Background: an optimization exercise with open tools, aiming at small area. Do not read the settings as production practice. At most, simulation tests tie the RTL to the original design; equivalence was not proved. No functional check of the RTL was part of run 2. Power figures rest on the tool's default switching activity, not on a simulated workload.

## flow/run.sh

```bash
#!/bin/bash
# Layout flow: the standard ORFS flow (standard.sh), unchanged synthesis, with these
# changes:
#  - port buffers use sky130_fd_sc_hd__buf_2 instead of the resizer's default choice;
#  - clock tree synthesis does not insert dummy loads, and clusters up to 16 sinks;
#  - after floorplan, the drivers of nets with 16 or more loads get a stronger cell of the
#    same function (flow/presize.tcl) before placement.
# Each tool's output goes to its own log file in the work folder (ORFS also keeps its
# per-step logs under orfs/logs/).
set -euo pipefail
ARGS=(
  "BUFFER_PORTS_ARGS=-buffer_cell sky130_fd_sc_hd__buf_2"
  "CTS_ARGS=-sink_clustering_enable -repair_clock_nets -dont_use_dummy_load -sink_clustering_size 16 -sink_clustering_max_diameter 50 -buf_list sky130_fd_sc_hd__clkbuf_8"
)
bash standard.sh "${ARGS[@]}" floorplan > flow_floorplan.log 2>&1
FP_DB=$(pwd)/orfs/results/${FLOW_PLATFORM}/reg_file_sb/base/2_floorplan.odb \
PLATFORM_LIB=${FLOW_HOME}/platforms/${FLOW_PLATFORM}/lib/sky130_fd_sc_hd__tt_025C_1v80.lib \
  openroad -no_init -exit flow/presize.tcl > flow_presize.log 2>&1
bash standard.sh "${ARGS[@]}" finish > flow_make.log 2>&1
```

## flow/presize.tcl

```tcl
# Give the drivers of the design's high-fanout nets (row controls, read selects, write
# data columns) a strong cell before placement, instead of leaving the resizer to buffer
# these nets. Only the drive strength changes; the function of every cell stays the same.
read_liberty $::env(PLATFORM_LIB)
read_db $::env(FP_DB)
set map {
  sky130_fd_sc_hd__nand3_1 sky130_fd_sc_hd__nand3_4
  sky130_fd_sc_hd__nand2_1 sky130_fd_sc_hd__nand2_4
  sky130_fd_sc_hd__xor2_1  sky130_fd_sc_hd__xor2_2
  sky130_fd_sc_hd__inv_1   sky130_fd_sc_hd__inv_4
}
report_design_area
set n 0
foreach net [get_nets *] {
  set loads [get_pins -quiet -of_objects $net -filter "direction==input"]
  if { [llength $loads] < 16 } { continue }
  set drv [get_pins -quiet -of_objects $net -filter "direction==output"]
  if { [llength $drv] != 1 } { continue }
  set inst [get_cells -of_objects $drv]
  set ref [get_property $inst ref_name]
  if { [dict exists $map $ref] } {
    replace_cell $inst [dict get $map $ref]
    incr n
  }
}
puts "presize: resized $n drivers"
report_design_area
write_db $::env(FP_DB)
```

## standard.sh

```bash
#!/bin/bash
# synth_recipe.tcl (not shown) runs the flow's synth.tcl, then flattens the netlist and writes it again
# the make line also repeats each setting of config.mk as NAME=value (left out here)
make -C /OpenROAD-flow-scripts/flow DESIGN_CONFIG=/design/flow/config.mk WORK_HOME=/design/flow/orfs CLKGATE_MAP_FILE= SYNTH_SCRIPT=/design/flow/synth_recipe.tcl "${@:-finish}"
```

## design.v

```verilog
module reg_file_sb #(
  parameter int unsigned XLEN   = 32,
  parameter int unsigned NREGS  = 32,
  parameter int unsigned AW     = 5,
  parameter bit          BYPASS = 1'b1
) (
  input  logic            clk,
  input  logic            reset,
  input  logic [AW-1:0]   rs1_addr,
  input  logic [AW-1:0]   rs2_addr,
  output logic [XLEN-1:0] rs1_data,
  output logic [XLEN-1:0] rs2_data,
  output logic            rs1_busy,
  output logic            rs2_busy,
  input  logic            wb_en,
  input  logic [AW-1:0]   wb_addr,
  input  logic [XLEN-1:0] wb_data,
  input  logic            iss_en,
  input  logic [AW-1:0]   iss_addr,
  input  logic            flush,
  output logic            any_busy
);
  logic [NREGS-1:0][XLEN-1:0] regs_s;     
  logic [NREGS-1:0][XLEN-1:0] regs_d;
  logic [NREGS-1:0]           nbusy_q;    
  logic [NREGS-1:0]           nbusy_d;
  logic                       phase_q;
  logic                       nclr_q;
  always_ff @(posedge clk) begin
    for (int i = 1; i < NREGS; i++) regs_s[i] <= regs_d[i];
  end
  always_ff @(posedge clk or posedge reset) begin
    if (reset) begin
      nbusy_q <= '1;
      phase_q <= 1'b1;
      nclr_q  <= 1'b0;
    end else begin
      nbusy_q <= nbusy_d | {{(NREGS-1){1'b0}}, 1'b1};
      phase_q <= !phase_q;
      nclr_q  <= 1'b1;
    end
  end
  localparam int unsigned NLO = 4;
  localparam int unsigned NHI = NREGS / NLO;
  logic [NLO-1:0] w_lo, i_lo, r1_lo, r2_lo;
  logic [NHI-1:0] w_hi, i_hi, r1_hi, r2_hi;
  logic byp1, byp2, nz1, nz2, rd_ok;
  rf_dec #(.W(2)) u_wlo  (.en(wb_en),  .a(wb_addr[1:0]),   .y(w_lo));
  rf_dec_ne #(.W(3)) u_whi (.a(wb_addr[4:2]),   .y(w_hi));
  rf_dec #(.W(2)) u_ilo  (.en(iss_en), .a(iss_addr[1:0]),  .y(i_lo));
  rf_dec_ne #(.W(3)) u_ihi (.a(iss_addr[4:2]),  .y(i_hi));
  rf_dec #(.W(2)) u_r1lo (.en(rd_ok),  .a(rs1_addr[1:0]),  .y(r1_lo));
  rf_dec_ne #(.W(3)) u_r1hi (.a(rs1_addr[4:2]),  .y(r1_hi));
  rf_dec #(.W(2)) u_r2lo (.en(rd_ok),  .a(rs2_addr[1:0]),  .y(r2_lo));
  rf_dec_ne #(.W(3)) u_r2hi (.a(rs2_addr[4:2]),  .y(r2_hi));
  logic [XLEN-1:0]  col_c;
  logic [NREGS-1:0] row_a, row_b, idec_n, bx_n;
  logic             flush_n;
  assign flush_n = !flush;
  for (genvar j = 0; j < XLEN; j++) begin : g_col
    rf_xor2 u_c (.a(wb_data[j]), .b(phase_q), .y(col_c[j]));
  end
  for (genvar i = 1; i < NREGS; i++) begin : g_row
    rf_nand2 u_b (.a(w_lo[i % NLO]), .b(w_hi[i / NLO]), .y(row_b[i]));
    rf_nand2 u_a (.a(row_b[i]), .b(nclr_q), .y(row_a[i]));
    for (genvar j = 0; j < XLEN; j++) begin : g_bit
      rf_oai22 u_wr (.a1(regs_s[i][j]), .a2(row_a[i]), .b1(col_c[j]), .b2(row_b[i]),
                     .y(regs_d[i][j]));
    end
    rf_nand2 u_i  (.a(i_lo[i % NLO]), .b(i_hi[i / NLO]), .y(idec_n[i]));
    rf_o21ai u_bx (.a1(nbusy_q[i]), .a2(row_a[i]), .b1(idec_n[i]), .y(bx_n[i]));
    rf_nand2 u_bn (.a(flush_n), .b(bx_n[i]), .y(nbusy_d[i]));
  end
  assign regs_d[0]  = '0;
  assign row_a[0]   = 1'b0;
  assign row_b[0]   = 1'b1;
  assign idec_n[0]  = 1'b1;
  assign bx_n[0]    = 1'b1;
  assign nbusy_d[0] = 1'b1;
  logic iw_eq;    
  rf_match u_iw (.en(iss_en), .a(iss_addr), .b(wb_addr), .y(iw_eq));
  rf_bypass u_byp1 (.wb_en(wb_en), .reset(reset), .wb_addr(wb_addr), .rs_addr(rs1_addr),
                    .byp(byp1), .nz(nz1));
  rf_bypass u_byp2 (.wb_en(wb_en), .reset(reset), .wb_addr(wb_addr), .rs_addr(rs2_addr),
                    .byp(byp2), .nz(nz2));
  assign rd_ok = !reset && nclr_q;
  logic [NREGS-1:0] s1_n, s2_n;
  assign s1_n[0] = !byp1;
  assign s2_n[0] = !byp2;
  for (genvar i = 1; i < NREGS; i++) begin : g_sel
    rf_nand3 u_s1 (.a(r1_lo[i % NLO]), .b(r1_hi[i / NLO]), .c(row_b[i]), .y(s1_n[i]));
    rf_nand3 u_s2 (.a(r2_lo[i % NLO]), .b(r2_hi[i / NLO]), .c(row_b[i]), .y(s2_n[i]));
  end
  logic k1, k2;
  assign k1 = !phase_q && (byp1 || (nz1 && rd_ok));
  assign k2 = !phase_q && (byp2 || (nz2 && rd_ok));
  for (genvar j = 0; j < XLEN; j++) begin : g_rd
    logic [NREGS-1:0] col;
    assign col[0] = col_c[j];
    for (genvar i = 1; i < NREGS; i++) begin : g_t
      assign col[i] = regs_s[i][j];
    end
    rf_rd_bit #(.N(NREGS)) u_rd1 (.t(col), .s_n(s1_n), .y(rs1_data[j]), .k(k1));
    rf_rd_bit #(.N(NREGS)) u_rd2 (.t(col), .s_n(s2_n), .y(rs2_data[j]), .k(k2));
  end
  logic [NREGS-1:0] bcol;
  assign bcol[0] = !iw_eq;
  assign bcol[NREGS-1:1] = nbusy_q[NREGS-1:1];
  rf_rd_sel #(.N(NREGS)) u_b1 (.t(bcol), .s_n(s1_n), .y(rs1_busy));
  rf_rd_sel #(.N(NREGS)) u_b2 (.t(bcol), .s_n(s2_n), .y(rs2_busy));
  rf_any_busy #(.N(NREGS - 1)) u_any (.nbusy(nbusy_q[NREGS-1:1]), .reset(reset), .y(any_busy));
endmodule
module rf_oai22 (
  input  logic a1,
  input  logic a2,
  input  logic b1,
  input  logic b2,
  output logic y
);
  assign y = !((a1 | a2) & (b1 | b2));
endmodule
module rf_o21ai (
  input  logic a1,
  input  logic a2,
  input  logic b1,
  output logic y
);
  assign y = !((a1 | a2) & b1);
endmodule
module rf_nand2 (
  input  logic a,
  input  logic b,
  output logic y
);
  assign y = !(a & b);
endmodule
module rf_nand3 (
  input  logic a,
  input  logic b,
  input  logic c,
  output logic y
);
  assign y = !(a & b & c);
endmodule
module rf_xor2 (
  input  logic a,
  input  logic b,
  output logic y
);
  assign y = a ^ b;
endmodule
module rf_or_reduce #(parameter int unsigned W = 16) (
  input  logic [W-1:0] a,
  output logic         y
);
  assign y = |a;
endmodule
module rf_dec #(parameter int unsigned W = 2) (
  input  logic             en,
  input  logic [W-1:0]     a,
  output logic [2**W-1:0]  y
);
  always_comb begin
    for (int i = 0; i < 2**W; i++) y[i] = en && (a == W'(i));
  end
endmodule
module rf_dec_ne #(parameter int unsigned W = 3) (
  input  logic [W-1:0]     a,
  output logic [2**W-1:0]  y
);
  always_comb begin
    for (int i = 0; i < 2**W; i++) y[i] = (a == W'(i));
  end
endmodule
module rf_match #(parameter int unsigned W = 5) (
  input  logic         en,
  input  logic [W-1:0] a,
  input  logic [W-1:0] b,
  output logic         y
);
  assign y = en && (a == b);
endmodule
module rf_bypass #(parameter int unsigned W = 5) (
  input  logic         wb_en,
  input  logic         reset,
  input  logic [W-1:0] wb_addr,
  input  logic [W-1:0] rs_addr,
  output logic         byp,
  output logic         nz
);
  assign nz  = |rs_addr;
  assign byp = wb_en && !reset && nz && (wb_addr == rs_addr);
endmodule
module rf_any_busy #(parameter int unsigned N = 31) (
  input  logic [N-1:0] nbusy,
  input  logic         reset,
  output logic         y
);
  assign y = !reset && !(&nbusy);
endmodule
module rf_rd_sel #(parameter int unsigned N = 32) (
  input  logic [N-1:0] t,
  input  logic [N-1:0] s_n,
  output logic         y
);
  logic [N/2-1:0] pair;
  for (genvar p = 0; p < N/2; p++) begin : g_pair
    rf_oai22 u_pair (.a1(t[2*p]), .a2(s_n[2*p]), .b1(t[2*p+1]), .b2(s_n[2*p+1]), .y(pair[p]));
  end
  rf_or_reduce #(.W(N/2)) u_or (.a(pair), .y(y));
endmodule
module rf_rd_bit #(parameter int unsigned N = 32) (
  input  logic [N-1:0] t,
  input  logic [N-1:0] s_n,
  input  logic         k,
  output logic         y
);
  logic raw;
  rf_rd_sel #(.N(N)) u_sel (.t(t), .s_n(s_n), .y(raw));
  rf_xor2 u_fix (.a(raw), .b(k), .y(y));
endmodule
```

## config.mk

```make
export PLATFORM = sky130hd
export DESIGN_NAME = reg_file_sb
export DESIGN_NICKNAME = reg_file_sb
export VERILOG_FILES = /design/flow/design.v
export SDC_FILE = /design/flow/constraint.sdc
export NUM_CORES = 4
export LEC_CHECK = 0
export CAP_MARGIN = 20
export CORE_MARGIN = 2
export CORE_UTILIZATION = 55
export PLACE_DENSITY = 0.7
export SLEW_MARGIN = 20
export SYNTH_HIERARCHICAL = 1
```

## constraint.sdc

```tcl
create_clock -name core_clock -period 8.0 [get_ports {clk}]
set_input_delay 1.6000 -clock core_clock [delete_from_list [all_inputs] [get_ports {clk}]]
set_output_delay 1.6000 -clock core_clock [all_outputs]
set_load 0.01 [all_outputs]
```

==> summary.txt, run 1 <==
Logic synthesis
Summing every instance area after synthesis gives roughly 0.038 mm². The proportion of synthesized chip area in sequential cells is 0.544. During synthesis, Yosys emitted a total of 9 warnings. The share of the synthesized area in the top cell type is 0.521. In this run, distinct cell masters in the synthesized netlist total 24. The post-synthesis net count is 3873. Sorting the synthesized cells by area gives the leading types as dfxtp_1 52%, o22ai_1 34%, nor4_1 4.4%, xor2_1 2.5%, dfstp_2 2.2%.

The post-synthesis average cell area is roughly 10 µm². The post-synthesis instance total is 3816. Counting flops and latches in the post-synthesis netlist gives 1025.

dfxtp_1 takes more of the synthesized area than any other cell.

Route
The number of search-and-repair iterations in the first detailed-routing pass is 14. The count of nets left with antenna violations once routing finished came out at 0. Across all layers, the routed design uses around 44000 vias.

After detailed routing, the total wire length is 192 mm. After detailed routing, the number of remaining DRC violations is 0. The routed wire length per instance is 37.3 µm. Using the TritonRoute via totals, the vias-per-cell ratio works out to 8.51. The number of DRC markers in iteration 0 is 8185.

Timing
Setup repair after global routing left no endpoint under its margin. The number of slew-limit violations in the final report was 0. Setup violations remaining at the end of the flow were counted as 0. Setup total negative slack on the finished layout was measured at 0 ns. The worst setup margin is between 0.8 and 0.9 ns. Dividing the final minimum period by the clock period gives 0.898. The worst slew slack as a fraction of its limit is 0.0872. The actual slew at the worst max-slew pin is about 1.4 ns. The number of failing hold endpoints at the final stage is 0. Counting I/O delays and the setup requirement, the final critical path takes 7.19 ns. Static timing analysis puts the maximum clock frequency at ~140 MHz.

Across the routed clock network, the largest skew measured is 0.0934 ns.

Final layout
Summing all multi-input logic gate instances after layout gives approximately 0.019 mm². The area taken by flip-flops and latches is 0.0207 mm². The count of fill cells added during filler insertion is 5779.

The layout cell share with drive strength beyond 1 is 0.143. The number of cells in the finished layout apart from fillers is 5134. The area of all placed cells without fillers is 0.0442 mm². The post-synthesis to final-layout area growth is 16.0%. After the last flow step, the layout net total stands at 4254.

Clocking
The clock tree from TritonCTS is built. The total CTS buffers is 97. No sink is reached through more buffers than the 3 on the longest clock path. The insertion delay to the later sink of the worst-skew pair is 0.78 ns.

The H-tree generated during clock tree synthesis spans 3 levels. The clock tree root buffer cell is clkbuf_8. The clock-pin slew of the registers on the worst-case setup and hold paths is roughly 0.08 ns. The number of cells upsized or downsized after cts is 0. The tree built by TritonCTS fans out to approximately 1000 sinks. The post-CTS setup buffer count is 0. The post-cts hold buffer count is 0.

Global route
The global-route wire length before repair is around 270 mm. The number of antenna violations at the first check in global routing was 21. For this run the aggregate overflow at the end of global routing stands at 0. The total routing usage reported by global routing is 0.516. The number of global-route vias before repair is 39600. The largest net degree at the start of global routing is 36.

Placed design
The worst slack at placement is 1.14 ns. The number of buffers added on ports is about 120. Detailed placement finished with a half-perimeter wire length of 112 mm. The area after detailed placement is 0.0429 mm². The weighted congestion reported at the end of routability-driven placement is 0.981. Counting tap cells, the placed design contains a total of 5029 instances.

Power and ir drop
Summed over all nets, the switching power comes to 2720 µW. Of the total power, the share spent switching nets is 0.280. The leakage power summed over all cells is about 0.017 µW. The share of total power dissipated in combinational logic is 0.109. Internal power comes to 6990 µW.

The part of the total power dissipated in the clock network is 0.288. The worst supply voltage drop on vdd is roughly 0.00017 V. The share of total power dissipated in sequential elements is 0.603. For this design the ratio of total power to cell area is 220 mW/mm².

Floorplan
In this run the count of I/O pins placed on the die edge is 124. The full die area is 0.0714 mm². The number of standard-cell rows in the floorplan is 96. In this run the vertical extent of the chip is 267 µm. The area of the core is 0.0686 mm².

The initial core utilization is 0.556. The die is 267 µm wide.

Run
The number of maximum-capacitance violations is 0.

Critical path
The nature of the critical path endpoint is an output port. The biggest fanout along the worst timing path is 35. The worst setup path is launched from a primary input. The data required time at the worst endpoint is 6.40 ns. The most critical setup path has its startpoint at wb_addr[0]. The slack of the worst reg-to-reg path is between 5 and 6 ns. In this run the critical register-to-register path is launched from phase_q.

Data on the critical path arrives at its endpoint at 5.59 ns. The setup path with the least slack is of type primary input to output port.

Min path
In this run the most critical hold path is launched from regs_s[285]. The type of the tightest min-delay check is flip-flop to flip-flop.

Run status
The run finished with no timing, DRC or antenna violations.
[final timing paths]
| kind | cells past startpoint | endpoint |
|---|---|---|
| setup reg to reg | 4 | regs_s[918] |
| min in group asynchronous | 2 | nclr_q |
| setup / recovery | 9 | rs1_data[24] |
| hold reg to reg | 1 | regs_s[285] |
| hold / removal | 1 | regs_s[285] |
| max in group asynchronous | 2 | phase_q |
[state kept, by name, summed over array words and instances (netlist names)]
signal   flops
regs_s     992
nbusy_q     31
phase_q      1
nclr_q       1
[placed cells by master (no fill, tap or decap)]
| cell | count |
|---|---|
| and3_1 | 3 |
| inv_4 | 4 |
| inv_1 | 2 |
| a21oi_1 | 1 |
| dfrtp_4 | 1 |
| and3b_1 | 8 |
| o22ai_1 | 2048 |
| nand2_1 | 64 |
| dfstp_4 | 1 |
| nor3b_2 | 5 |
| buf_2 | 123 |
| conb_1 | 1 |
| xor2_1 | 78 |
| buf_4 | 159 |
| clkbuf_8 | 97 |
| dfstp_2 | 31 |
| nand4_1 | 73 |
| and3b_2 | 12 |
| nor3_1 | 6 |
| xnor2_1 | 1 |
| nand3b_1 | 2 |
| nor4_1 | 269 |
| nand3_4 | 62 |
| a21oi_4 | 2 |
| nor3b_1 | 13 |
| dfxtp_1 | 992 |
| and3_2 | 8 |
| nand3_1 | 1 |
| nand2_4 | 62 |
| and2b_2 | 1 |
| xor2_2 | 11 |
| diode_2 | 8 |
| xor2_4 | 21 |
| nor2_1 | 2 |
| o21ai_1 | 31 |
[Yosys stat by module, one instance, submodules excluded, excerpt]
module / flip-flops and latches / copies in the design / cells
rf_o21ai: 0 / 31 / 1
rf_nand3: 0 / 62 / 1
rf_bypass: 0 / 2 / 11
rf_xor2: 0 / 96 / 1
rf_oai22: 0 / 2048 / 1
rf_match: 0 / 1 / 7
reg_file_sb: 1025 / 1 / 1037
rf_nand2: 0 / 124 / 1
[cells in the mapped netlist]
library cell,number
o22ai_1,2048
dfxtp_1,992
nor4_1,269
nand2_1,126
xor2_1,110
nand4_1,73
nand3_1,63
dfstp_2,32
o21ai_1,31
nor3b_1,14
and3b_2,12
and3_2,8
and3b_1,8
inv_1,6
nor3_1,6
nor3b_2,4
a21oi_1,3
and3_1,3
nand3b_1,2
nor2_1,2
and2b_2,1
conb_1,1
dfrtp_1,1
xnor2_1,1
[worst max-delay path, cell delays in order]
cell     delay (ns)
buf_2          0.15
and3b_1        0.78
nand2_4        0.51
nand3_4        0.67
o22ai_1        0.18
nor4_1         0.92
nand4_1        0.36
xor2_1         0.23
buf_2          0.15
[cell families after synthesis]
kind of cell,share of synthesized area
compound gates,0.341
xor+xnor,0.0255
buf+inv,0.000591
flops,0.544
other cells,0.0000984
simple gates,0.0895
[power by group through the flow]
stage / clock network [µW] / logic, µW / registers [µW]
finish: 2800 / 1060 / 5850
global route: 2950 / 1080 / 5900
detailed placement: 0 / 999 / 5950
global placement: 0 / 976 / 5930
CTS: 2760 / 997 / 5840
floorplan: 0 / 570 / 5870
[metal layers]
| layer | vias to the layer above | GRT usage | share of wire | wire, µm |
|---|---|---|---|---|
| met2 | 4534 | 0.708 | 0.39 | 74600 |
| met3 | 1182 | 0.254 | 0.19 | 36000 |
| met5 | - | 0 | 0.0013 | 240 |
| met4 | 30 | 0.294 | 0.074 | 14300 |
| li1 | 17400 | - | - | - |
| met1 | 20500 | 0.652 | 0.35 | 66600 |
[layout make-up]
class,instances,area share
flip-flops and latches,1025,0.469
multi-input cells,2785,0.432
repair buffers,282,0.0409
clock buffers,97,0.0302
well taps,931,0.0263
inverters,6,0.000736
diodes,8,0.000453
[metrics by stage]
| step | total power [µW] | hold slack [ns] | util |
|---|---|---|---|
| 6_report | 9710 | 0.474 | 0.645 |
| 3_5_place_dp | 6940 | 0.461 | 0.625 |
| 5_1_grt | 9920 | 0.484 | 0.644 |
| 2_1_floorplan | 6440 | 0.445 | - |
| 4_1_cts | 9590 | 0.471 | 0.644 |
| 3_3_place_gp | 6910 | 0.453 | 0.625 |
==> inputs of run 2 (changes only) <==
--- a/design.v
+++ b/design.v
@@ -29,12 +29,11 @@
   always_ff @(posedge clk) begin
     for (int i = 1; i < NREGS; i++) regs_s[i] <= regs_d[i];
+    nbusy_q <= nbusy_d | {{(NREGS-1){1'b0}}, 1'b1};
   end
   always_ff @(posedge clk or posedge reset) begin
     if (reset) begin
-      nbusy_q <= '1;
       phase_q <= 1'b1;
       nclr_q  <= 1'b0;
     end else begin
-      nbusy_q <= nbusy_d | {{(NREGS-1){1'b0}}, 1'b1};
       phase_q <= !phase_q;
       nclr_q  <= 1'b1;
@@ -55,5 +54,8 @@
   rf_dec_ne #(.W(3)) u_r2hi (.a(rs2_addr[4:2]),  .y(r2_hi));
   logic [XLEN-1:0]  col_c;
-  logic [NREGS-1:0] row_a, row_b, idec_n, bx_n;
+  localparam int unsigned NH = 2;
+  localparam int unsigned HW = XLEN / NH;
+  logic [NH-1:0][NREGS-1:0] row_a, row_b;
+  logic [NREGS-1:0] idec_n, bx_n;
   logic             flush_n;
   assign flush_n = !flush;
@@ -62,17 +64,21 @@
   end
   for (genvar i = 1; i < NREGS; i++) begin : g_row
-    rf_nand2 u_b (.a(w_lo[i % NLO]), .b(w_hi[i / NLO]), .y(row_b[i]));
-    rf_nand2 u_a (.a(row_b[i]), .b(nclr_q), .y(row_a[i]));
+    for (genvar h = 0; h < NH; h++) begin : g_h
+      rf_nand2 u_b (.a(w_lo[i % NLO]), .b(w_hi[i / NLO]), .y(row_b[h][i]));
+      rf_nand2 u_a (.a(row_b[h][i]), .b(nclr_q), .y(row_a[h][i]));
+    end
     for (genvar j = 0; j < XLEN; j++) begin : g_bit
-      rf_oai22 u_wr (.a1(regs_s[i][j]), .a2(row_a[i]), .b1(col_c[j]), .b2(row_b[i]),
-                     .y(regs_d[i][j]));
+      rf_oai22 u_wr (.a1(regs_s[i][j]), .a2(row_a[j / HW][i]), .b1(col_c[j]),
+                     .b2(row_b[j / HW][i]), .y(regs_d[i][j]));
     end
     rf_nand2 u_i  (.a(i_lo[i % NLO]), .b(i_hi[i / NLO]), .y(idec_n[i]));
-    rf_o21ai u_bx (.a1(nbusy_q[i]), .a2(row_a[i]), .b1(idec_n[i]), .y(bx_n[i]));
+    rf_o21ai u_bx (.a1(nbusy_q[i]), .a2(row_a[0][i]), .b1(idec_n[i]), .y(bx_n[i]));
     rf_nand2 u_bn (.a(flush_n), .b(bx_n[i]), .y(nbusy_d[i]));
   end
   assign regs_d[0]  = '0;
-  assign row_a[0]   = 1'b0;
-  assign row_b[0]   = 1'b1;
+  for (genvar h = 0; h < NH; h++) begin : g_h0
+    assign row_a[h][0] = 1'b0;
+    assign row_b[h][0] = 1'b1;
+  end
   assign idec_n[0]  = 1'b1;
   assign bx_n[0]    = 1'b1;
@@ -85,10 +91,12 @@
                     .byp(byp2), .nz(nz2));
   assign rd_ok = !reset && nclr_q;
-  logic [NREGS-1:0] s1_n, s2_n;
-  assign s1_n[0] = !byp1;
-  assign s2_n[0] = !byp2;
-  for (genvar i = 1; i < NREGS; i++) begin : g_sel
-    rf_nand3 u_s1 (.a(r1_lo[i % NLO]), .b(r1_hi[i / NLO]), .c(row_b[i]), .y(s1_n[i]));
-    rf_nand3 u_s2 (.a(r2_lo[i % NLO]), .b(r2_hi[i / NLO]), .c(row_b[i]), .y(s2_n[i]));
+  logic [NH-1:0][NREGS-1:0] s1_n, s2_n;
+  for (genvar h = 0; h < NH; h++) begin : g_selh
+    rf_inv u_b1 (.a(byp1), .y(s1_n[h][0]));
+    rf_inv u_b2 (.a(byp2), .y(s2_n[h][0]));
+    for (genvar i = 1; i < NREGS; i++) begin : g_sel
+      rf_nand3 u_s1 (.a(r1_lo[i % NLO]), .b(r1_hi[i / NLO]), .c(row_b[h][i]), .y(s1_n[h][i]));
+      rf_nand3 u_s2 (.a(r2_lo[i % NLO]), .b(r2_hi[i / NLO]), .c(row_b[h][i]), .y(s2_n[h][i]));
+    end
   end
   logic k1, k2;
@@ -101,13 +109,13 @@
       assign col[i] = regs_s[i][j];
     end
-    rf_rd_bit #(.N(NREGS)) u_rd1 (.t(col), .s_n(s1_n), .y(rs1_data[j]), .k(k1));
-    rf_rd_bit #(.N(NREGS)) u_rd2 (.t(col), .s_n(s2_n), .y(rs2_data[j]), .k(k2));
+    rf_rd_bit #(.N(NREGS)) u_rd1 (.t(col), .s_n(s1_n[j / HW]), .y(rs1_data[j]), .k(k1));
+    rf_rd_bit #(.N(NREGS)) u_rd2 (.t(col), .s_n(s2_n[j / HW]), .y(rs2_data[j]), .k(k2));
   end
   logic [NREGS-1:0] bcol;
   assign bcol[0] = !iw_eq;
   assign bcol[NREGS-1:1] = nbusy_q[NREGS-1:1];
-  rf_rd_sel #(.N(NREGS)) u_b1 (.t(bcol), .s_n(s1_n), .y(rs1_busy));
-  rf_rd_sel #(.N(NREGS)) u_b2 (.t(bcol), .s_n(s2_n), .y(rs2_busy));
-  rf_any_busy #(.N(NREGS - 1)) u_any (.nbusy(nbusy_q[NREGS-1:1]), .reset(reset), .y(any_busy));
+  rf_rd_sel #(.N(NREGS)) u_b1 (.t(bcol), .s_n(s1_n[NH-1]), .y(rs1_busy));
+  rf_rd_sel #(.N(NREGS)) u_b2 (.t(bcol), .s_n(s2_n[NH-1]), .y(rs2_busy));
+  rf_any_busy #(.N(NREGS - 1)) u_any (.nbusy(nbusy_q[NREGS-1:1]), .rd_ok(rd_ok), .y(any_busy));
 endmodule
 module rf_oai22 (
@@ -127,4 +135,10 @@
 );
   assign y = !((a1 | a2) & b1);
+endmodule
+module rf_inv (
+  input  logic a,
+  output logic y
+);
+  assign y = !a;
 endmodule
 module rf_nand2 (
@@ -194,8 +208,8 @@
 module rf_any_busy #(parameter int unsigned N = 31) (
   input  logic [N-1:0] nbusy,
-  input  logic         reset,
-  output logic         y
-);
-  assign y = !reset && !(&nbusy);
+  input  logic         rd_ok,
+  output logic         y
+);
+  assign y = rd_ok && !(&nbusy);
 endmodule
 module rf_rd_sel #(parameter int unsigned N = 32) (
==> flow/run.sh (replaced) <==
#!/bin/bash
# Layout flow: the standard ORFS flow (standard.sh), unchanged synthesis, with two
# settings changed:
#  - port buffers use sky130_fd_sc_hd__buf_2 instead of the resizer's default choice;
#  - clock tree synthesis does not insert dummy loads.
# Every tool's output goes to flow_make.log in the work folder (ORFS also keeps its own
# per-step logs under orfs/logs/).
set -euo pipefail
bash standard.sh \
  "BUFFER_PORTS_ARGS=-buffer_cell sky130_fd_sc_hd__buf_2" \
  "CTS_ARGS=-sink_clustering_enable -repair_clock_nets -dont_use_dummy_load -sink_clustering_size 16 -sink_clustering_max_diameter 50 -buf_list sky130_fd_sc_hd__clkbuf_8" \
  finish > flow_make.log 2>&1
removed: flow/presize.tcl
==> summary.txt, run 2 <==
Run status
The run finished with no timing, DRC or antenna violations.

Clocking
The clock tree root buffer cell is clkbuf_8. The post-CTS setup buffer count came to 0 (unchanged). The clock-pin slew of the registers on the worst-case setup and hold paths was 0.06 ns (-0.02 ns).

The maximum level of the CTS H-tree is 3 (unchanged). The insertion delay to the later sink of the worst-skew pair is 0.74 ns (-0.04 ns). The deepest clock path buffer count is 3 (unchanged). The sink count of the clock tree is 1025 (unchanged).

The number of cells upsized or downsized after cts is 0 (unchanged). The clock tree from TritonCTS is built. The post-cts hold buffer count is 0 (unchanged). The total CTS buffers came to 99 (+2.1%).

Critical path
The biggest fanout along the worst timing path is 19 (-46%). The slowest stage of the critical path belongs to the cell nor4_1. The delay of the slowest critical-path stage is 1.03 ns (+0.11 ns). The nature of the critical path endpoint is an output port. The worst setup path is launched from a primary input. The critical path goes through buf_2, nor3b_1, buf_4, nand2_1, buf_4, nand3_1, o22ai_1, nor4_1, nand4_1, xor2_1, buf_2. The kind of cell with the highest combined delay along the critical path is simple AND/OR/NAND/NOR gates. The number of buffers and inverters on the critical path is 4 (+2). The slack of the worst reg-to-reg path is 4.80 ns (-0.21 ns).

The setup path with the least slack is of type primary input to output port. The arrival time of the worst setup path is 5.77 ns (+0.18 ns). The data required time at the worst endpoint is 6.40 ns (about the same).

Logic synthesis
The count of yosys warnings during synthesis came to 9 (unchanged). The cell with the most instances after synthesis is o22ai_1. The proportion of synthesized chip area in sequential cells is 0.534 (-0.0102).

The proportion of register bits with asynchronous set or reset after synthesis is 0.00195 (-0.0302). The number of distinct standard cells referenced by the synthesized netlist is 26 (+8.3%). Counting instances in the post-synthesis netlist gives the leading cell types as 2048 x o22ai_1, 1023 x dfxtp_1, 269 x nor4_1. For this run, the leading register cell type out of synthesis is dfxtp_1.

The post-synthesis net count is 3999 (+3.3%). The share of the synthesized area in the top cell type came to 0.532 (+0.0112). The most area-hungry cell type in the Yosys netlist is dfxtp_1. The netlist area before placement came to 0.0385 mm² (+0.96%). Yosys attributes the largest share of cell area to dfxtp_1 53%, o22ai_1 33%, nor4_1 4.4%, xor2_1 2.5%, nand2_1 1.8%.

The post-synthesis average cell area is 9.76 µm² (-2.3%). The number of enable flip-flop cells after synthesis is 0 (unchanged). The post-synthesis instance total is 3942 (+3.3%).

The count of state elements after synthesis was 1025 (unchanged).

Global route
The largest net degree at the start of global routing is 63 (+75%). The number of global-route vias before repair is 39400 (-0.44%). The overflow left after global routing came to 0 (unchanged). The global-route wire length before repair is 266 mm (-1.9%). The total routing usage reported by global routing came to 0.496 (-0.0199).

The number of antenna violations at the first check in global routing is 22 (+4.8%).

Route
The total DRC errors in the routed layout is 0 (unchanged). The number of DRC markers in iteration 0 is 8393 (+2.5%). The number of search-and-repair iterations in the first detailed-routing pass is 9 (-5).

The remaining antenna violation count after routing is 0 (unchanged). The overall via count from detail_route is 43600 (-0.069%). The routed wire length per instance was 34.6 µm (-7.4%). The wire length reported by the detailed router is 185 mm (-3.5%). The mean number of vias per cell is 8.16 (-4.1%).

Run
The number of maximum-capacitance violations was 0 (unchanged).

Floorplan
The number of standard-cell rows in the floorplan is 96 (unchanged). The height of the die is 269 µm (+0.47%). The boundary pin count is 124 (unchanged). The full die area is 0.0721 mm² (+0.94%). The initial core utilization is 0.558 (+0.00238). The area of the core is 0.0689 mm² (+0.53%). The die extent in x came to 269 µm (+0.47%).

Timing
The number of failing hold endpoints at the final stage is 0 (unchanged). The worst slew slack as a fraction of its limit is 0.117 (+0.0296). The count of endpoints failing setup in the final report is 0 (unchanged).

The clock period minus worst slack is 7.37 ns (+0.178 ns). The actual slew at the worst max-slew pin is 1.31 ns (-0.0440 ns). The fraction of the cycle the final worst path needs was 0.921 (+0.0222). The accumulated negative setup slack came to 0 ns (unchanged). Setup repair after global routing left no endpoint under its margin. The final clock skew is 0.0521 ns (-0.0414 ns). The timing-limited maximum frequency came to 136 MHz (-2.4%). The number of slew-limit violations in the final report is 0 (unchanged).

Min path
The type of the tightest min-delay check is flip-flop to flip-flop.

Final layout
The number of flip-flops under the largest register name is 992 (unchanged). Compared with the post-synthesis result, the final layout area differs by 14.7%. Leaving out fill and tap cells, the most frequent cells in the layout are 2048 x o22ai_1, 1023 x dfxtp_1, 262 x nor4_1. The largest registers in the layout are regs_s: 992 flops, nbusy_q: 31 flops. Counting flops per register, the top entry is regs_s. The most common cell after layout, fill and taps aside is o22ai_1. The layout cell share with drive strength beyond 1 is 0.121 (-0.0224). The count of fill cells added during filler insertion is 5931 (+2.6%). The net count reported at finish was 4462 (+4.9%).

Placed design
The number of buffers added on ports came to 123 (unchanged). The detailed-placement wirelength estimate is 121 mm (+8.8%). The weighted congestion reported at the end of routability-driven placement came to 1.09 (+11%).

Power and ir drop
The worst supply voltage drop on vdd was 0.000147 V (-15%). The total power density per cell area came to 220 mW/mm² (+0.39%). The overall power after layout is 9730 µW (+0.25%).

The leakage power summed over all cells is 0.0169 µW (about the same).
==> run 2: metal layers <==
metal  track usage  wire length, µm
met5       0.00946              227
met4         0.353            17500
met3         0.195            29600
met2         0.699            73500
met1         0.616            64000
==> run 2: worst paths after layout <==
kind,start,to,cells past startpoint
max,wb_addr[2],rs2_data[18],11
min,regs_s[708],regs_s[708],1
max reg2reg,phase_q,regs_s[228],4
min reg2reg,regs_s[708],regs_s[708],1
max in group asynchronous,reset,phase_q,2
min in group asynchronous,reset,nclr_q,2
==> run 2: report_power, final <==
part / internal [µW] / switching (µW) / leakage (µW) / total [µW]
logic: 391 / 658 / 0.00761 / 1050
registers: 5520 / 349 / 0.00860 / 5870
clock network: 1100 / 1720 / 0.000712 / 2810
total: 7010 / 2720 / 0.0169 / 9730
==> run 2: worst reg2reg max path: stages (launching register included) <==
cell,delay (ns)
dfstp_4,1.28
buf_12,0.41
xor2_4,0.86
buf_4,0.39
o22ai_1,0.10
==> run 2: final cells by class <==
class / count / area [µm²] / area share
Antenna cell: 15 / 37.5 / 0.000850
Clock buffer: 99 / 1360 / 0.0309
Inverter: 8 / 30.0 / 0.000680
Multi-Input combinational cell: 2909 / 18600 / 0.421
Sequential cell: 1025 / 20500 / 0.465
Tap cell: 931 / 1160 / 0.0264
Timing Repair Buffer: 362 / 2420 / 0.0548
==> run 2: cells by family (layout without fill, tap and decap cells) <==
group,count (synthesis),in the layout,share of synthesized area
buffers and inverters,8,469,0.000780
DFF,1025,1025,0.534
and+or+nand+nor,715,715,0.103
other,1,16,0.0000974
AOI/OAI and AO/OA,2082,2082,0.338
xor gates and xnor gates,111,111,0.0253
==> run 2: modules after synthesis (local to each module, per instance), excerpt <==
module,times used,cells,flip-flops and latches,area [µm²]
reg_file_sb,1,1035,1025,20600
rf_bypass,2,11,0,76.3
rf_match,1,7,0,56.3
rf_xor2,96,1,0,8.76
rf_oai22,2048,1,0,6.26
rf_nand3,124,1,0,5.00
rf_o21ai,31,1,0,5.00
rf_inv,4,1,0,3.75
rf_nand2,186,1,0,3.75
==> run 2: through the flow <==
| step | instance area (µm²) | hold slack [ns] | std cells | setup WS, ns | util |
|---|---|---|---|---|---|
| after CTS | 44100 | 0.469 | 5332 | 1.06 | 0.639 |
| final | 44100 | 0.472 | 5349 | 0.635 | 0.640 |
| after floorplan | 38500 | 0.445 | 3942 | 2.58 | - |
| after detailed placement | 42700 | 0.461 | 5233 | 1.08 | 0.619 |
| after global routing | 44100 | 0.480 | 5337 | 0.739 | 0.640 |
| after global placement | 42700 | 0.453 | 5233 | 1.14 | 0.619 |

separate check: timing with driven ports:
No port has a modelled driver above. Below, the same layouts with a new extraction and two added sets of constraints.
Step 1, drivers: a clkbuf_16 drives clk and a buf_2 each remaining input, both assumed.
Step 2 times the ports against the registers' clock, not the clock port: input delays grow and output delays shrink by t, the midpoint of the rising clock arrivals with the driver on.
a / b / c = no drivers / after step 1 / after step 2; a / b = the first two.
run	t, ns	setup slack, ns	worst hold slack (ns)	slew at the worst register clock pin (ns)
run 1	0.804	0.813 / 0.731 / 0.731	0.474 / 0.474 / 0.474	0.11 / 0.11
run 2	0.804	0.635 / 0.532 / 0.532	0.472 / 0.472 / 0.472	0.10 / 0.10
After both steps setup and hold are still met in every run listed. The setup slack of run 2, which loses most, moves by -0.103 ns with the drivers and by -0.103 ns with both steps.
